What follows belongs to an exercise in optimizing a design on an open flow for a short achievable clock period and few clock cycles per item; a production flow would make more cautious choices.
At most, simulation tests tie the RTL to the original design; equivalence was not proved.
No activity file was given, so power comes from the tool's default toggle rates.

## job 3686
// ppm_frame_decoder_calibrated
module ppm_frame_decoder_calibrated #(
    parameter int FRAME_SLOTS = 7
) (
    input  logic         i_clk,
    input  logic         i_rst_n,
    input  logic         i_in_valid,
    output logic         o_in_ready,
    input  ppmfd_pkg::t_us i_in_interval_us,
    output logic         o_out_valid,
    input  logic         i_out_ready,
    output ppmfd_pkg::t_axis o_out_axis_x,
    output ppmfd_pkg::t_axis o_out_axis_y,
    output ppmfd_pkg::t_axis o_out_axis_rx,
    output ppmfd_pkg::t_axis o_out_axis_ry,
    output logic         o_out_button_a,
    output logic         o_out_button_b,
    input  logic         i_cfg_valid,
    output logic         o_cfg_ready,
    input  ppmfd_pkg::t_cfg_idx i_cfg_idx,
    input  ppmfd_pkg::t_us i_cfg_data
);
    localparam int NCH    = ppmfd_pkg::AXIS_CHANNELS;
    localparam int W      = ppmfd_pkg::US_W;
    localparam int AW     = ppmfd_pkg::AXIS_W;
    localparam int SLOT_W = $clog2(FRAME_SLOTS);
    localparam logic [SLOT_W-1:0] LAST_SLOT  = SLOT_W'(FRAME_SLOTS - 1);
    localparam int BTN_A_SLOT = NCH + 1;
    localparam int BTN_B_SLOT = NCH + 2;
    localparam int CH_Y  = 0;
    localparam int CH_RY = 1;
    localparam int CH_RX = 2;
    localparam int CH_X  = 3;
    localparam int FIFO_D  = 3;
    localparam int FIFO_AW = 2;
    localparam int RES_W   = 4 * AW + 2;
    localparam int OWED_OPEN = FIFO_D - 1;
    localparam int OWED_W    = 3;
    localparam int DIV_STEPS = AW / 2;
    localparam int TW        = W + 4;
    logic                 r_rst;
    logic                 r_iv;
    ppmfd_pkg::t_us       r_iv_data;
    logic                 r_cv;
    ppmfd_pkg::t_cfg_idx  r_cv_idx;
    ppmfd_pkg::t_us       r_cv_data;
    logic                 r_ready;
    logic                 r_ready_d;
    logic                 r_cfg_ready;
    logic                 r_cfg_ready_d;
    logic                 r_iv_raw;
    logic                 r_cv_raw;
    always_ff @(posedge i_clk) begin
        r_rst     <= !i_rst_n;
        r_iv_raw  <= i_in_valid && i_rst_n;
        r_cv_raw  <= i_cfg_valid && i_rst_n;
        r_ready_d <= r_ready;
        r_cfg_ready   <= i_rst_n;
        r_cfg_ready_d <= r_cfg_ready;
        r_iv_data <= i_in_interval_us;
        r_cv_idx  <= i_cfg_idx;
        r_cv_data <= i_cfg_data;
  ...
Size in the first run: roughly 9000 cells after synthesis.
export LEC_CHECK = 0
export CAP_MARGIN = 20
export CORE_MARGIN = 2
export CORE_UTILIZATION = 40
export CTS_CLUSTER_DIAMETER = 80
export CTS_CLUSTER_SIZE = 20
export PLACE_DENSITY = 0.6
export SETUP_SLACK_MARGIN = 5
export SLEW_MARGIN = 20
create_clock -name core_clock -period 10.0 [get_ports {i_clk}]
standard.sh (not shown) runs the stock make flow with config.mk's settings and CLKGATE_MAP_FILE= SYNTH_SCRIPT=/design/flow/synth_recipe.tcl, a recipe that flattens the netlist after the stock synthesis.
==> flow/flow/run.sh <==
#!/bin/bash
MARGIN=${MARGIN:-7}
sed -E "s/SETUP_SLACK_MARGIN=[^ ]+/SETUP_SLACK_MARGIN=${MARGIN}/" standard.sh > standard_margin.sh
bash standard_margin.sh > standard.log 2>&1
status=$?
tail -5 standard.log
exit $status
The flow did not stop early for job 3686: all stages ran, and the layout cleared the timing, DRC and antenna checks.
Testbench counts of job 3686, summed over its fixed seeds: cycles 11,296, frames 1,590.
The following lists how job 4404 was set up differently from job 3686:
-- flow/design.v --
<<< job 3686, line 217
        w_good     = w_close && !w_drop;
    end
    logic [NCH-1:0][W:0] w_pv_lo;
    logic [NCH-1:0][W:0] w_pv_hi;
    logic [W:0]          r_pv_lo [NCH];
    logic [W:0]          r_pv_hi [NCH];
    generate
        for (genvar gp = 0; gp < NCH; gp++) begin : g_pv
            ppmfd_add #(.W(W+1)) u_pv_lo (.i_a({1'b0, r_prev[gp]}), .i_b(~{1'b0, r_jitter}), .i_cin(1'b1),
                                          .o_sum(w_pv_lo[gp]), .o_cout());
            ppmfd_add #(.W(W+1)) u_pv_hi (.i_a({1'b0, r_prev[gp]}), .i_b({1'b0, r_jitter}), .i_cin(1'b0),
                                          .o_sum(w_pv_hi[gp]), .o_cout());
        end
    endgenerate
    always_ff @(posedge i_clk) begin
        for (int c = 0; c < NCH; c++) begin
            r_pv_lo[c] <= w_pv_lo[c];
            r_pv_hi[c] <= w_pv_hi[c];
        end
    end
    logic [NCH-1:0][W+1:0] w_lo_room;
    logic [NCH-1:0][W+1:0] w_hi_room;
    logic [NCH-1:0]        w_pv_lo_lt_p;
    logic [NCH-1:0]        w_p_lt_pv_hi;
    logic [NCH-1:0]        w_p_lt_lo;
    logic [NCH-1:0]        w_hi_lt_p;
    logic                  w_thr_lt_a, w_thr_lt_b;
    ppmfd_pkg::t_us        w_unused3, w_unused4;
>>> job 4404, line 217
        w_good     = w_close && !w_drop;
    end
    logic [NCH-1:0][W+1:0] w_lo_room;
    logic [NCH-1:0][W+1:0] w_hi_room;
    logic [NCH-1:0][W+1:0] w_jit_dn;
    logic [NCH-1:0][W+1:0] w_jit_up;
    logic [NCH-1:0]        w_p_lt_lo;
    logic [NCH-1:0]        w_hi_lt_p;
    logic [NCH-1:0]        w_p_lt_prev;
    logic                  w_thr_lt_a, w_thr_lt_b;
    ppmfd_pkg::t_us        w_unused3, w_unused4;
<<< job 3686, line 253
            ppmfd_sub3 #(.W(W+2)) u_hi_room (.i_x({2'b0, r_store[gc+1]}), .i_y({2'b0, r_max[gc]}),
                                             .i_z({2'b0, r_cal_step}), .o_diff(w_hi_room[gc]));
            ppmfd_sub #(.W(W)) u_p_lo  (.i_a(r_store[gc+1]), .i_b(r_min[gc]),  .o_diff(), .o_lt(w_p_lt_lo[gc]));
            ppmfd_sub #(.W(W)) u_hi_p  (.i_a(r_max[gc]),     .i_b(r_store[gc+1]), .o_diff(), .o_lt(w_hi_lt_p[gc]));
            ppmfd_sub #(.W(W))   u_pv_lo (.i_a(r_pv_lo[gc][W-1:0]), .i_b(r_store[gc+1]), .o_diff(), .o_lt(w_pv_lo_lt_p[gc]));
            ppmfd_sub #(.W(W+1)) u_pv_hi (.i_a({1'b0, r_store[gc+1]}), .i_b(r_pv_hi[gc]), .o_diff(), .o_lt(w_p_lt_pv_hi[gc]));
        end
    endgenerate
>>> job 4404, line 236
            ppmfd_sub3 #(.W(W+2)) u_hi_room (.i_x({2'b0, r_store[gc+1]}), .i_y({2'b0, r_max[gc]}),
                                             .i_z({2'b0, r_cal_step}), .o_diff(w_hi_room[gc]));
            ppmfd_sub3 #(.W(W+2)) u_jit_dn  (.i_x({2'b0, r_prev[gc]}), .i_y({2'b0, r_store[gc+1]}),
                                             .i_z({2'b0, r_jitter}), .o_diff(w_jit_dn[gc]));
            ppmfd_sub3 #(.W(W+2)) u_jit_up  (.i_x({2'b0, r_store[gc+1]}), .i_y({2'b0, r_prev[gc]}),
                                             .i_z({2'b0, r_jitter}), .o_diff(w_jit_up[gc]));
            ppmfd_sub #(.W(W)) u_p_lo  (.i_a(r_store[gc+1]), .i_b(r_min[gc]),  .o_diff(), .o_lt(w_p_lt_lo[gc]));
            ppmfd_sub #(.W(W)) u_hi_p  (.i_a(r_max[gc]),     .i_b(r_store[gc+1]), .o_diff(), .o_lt(w_hi_lt_p[gc]));
            ppmfd_sub #(.W(W)) u_p_pv  (.i_a(r_store[gc+1]), .i_b(r_prev[gc]), .o_diff(), .o_lt(w_p_lt_prev[gc]));
        end
    endgenerate
<<< job 3686, line 265
            w_cal_lo[c]  = r_calibrate && w_p_lt_lo[c] && w_lo_room[c][W+1];
            w_cal_hi[c]  = r_calibrate && w_hi_lt_p[c] && w_hi_room[c][W+1];
            w_j[c]       = (r_pv_lo[c][W] || w_pv_lo_lt_p[c]) && w_p_lt_pv_hi[c];
        end
    end
>>> job 4404, line 251
            w_cal_lo[c]  = r_calibrate && w_p_lt_lo[c] && w_lo_room[c][W+1];
            w_cal_hi[c]  = r_calibrate && w_hi_lt_p[c] && w_hi_room[c][W+1];
            w_j[c]       = w_p_lt_prev[c] ? w_jit_dn[c][W+1] : w_jit_up[c][W+1];
        end
    end
Results
Compared with job 3686, in job 4404 fmax -13 MHz, die area -about 6%, total power -4.1%, wire length reported by the detailed router -about 8%.
| smallest hold slack | job 4404 vs job 3686 | ≈ equal |
Summary of job 4404 over job 3686: global-route track usage on met3 increased by 0.54 points relative to the old numbers, routing usage on met1 decreased by 1.3 points relative to the old numbers, simple-gate area share of the yosys netlist decreased by 0.50 points relative to the old numbers.
The RTL of job 4404 was laid out without a check of its function.

==> what the ideal ports hide <==
In the flow no input, the clock included, has a driving cell. The finished layouts below were timed again as built, in two steps. Step 1: set_driving_cell puts a clkbuf_16 on i_clk and a buf_2 on each other input, an assumption about the parent block. Step 2 also shifts input and output timing later by t, the mid clock arrival at the registers, as if the neighbouring blocks saw the same clock. Three values: ideal, step 1, step 2; two values: the first two.
run	t (ns)	setup WS [ns]	latest minus earliest clock arrival (ns)	slew at the worst register clock pin (ns)	pins driven straight from the clock port
job 3686	0.837	6.758 / 6.664 / 6.259	0.056 / 0.057	0.09 / 0.09	1
job 4404	0.810	6.619 / 6.538 / 6.216	0.054 / 0.055	0.09 / 0.09	1
After both steps every run listed still meets setup and hold. For job 3686, which loses most, drivers alone change the setup slack by -0.094 ns; drivers and shift together by -0.499 ns.
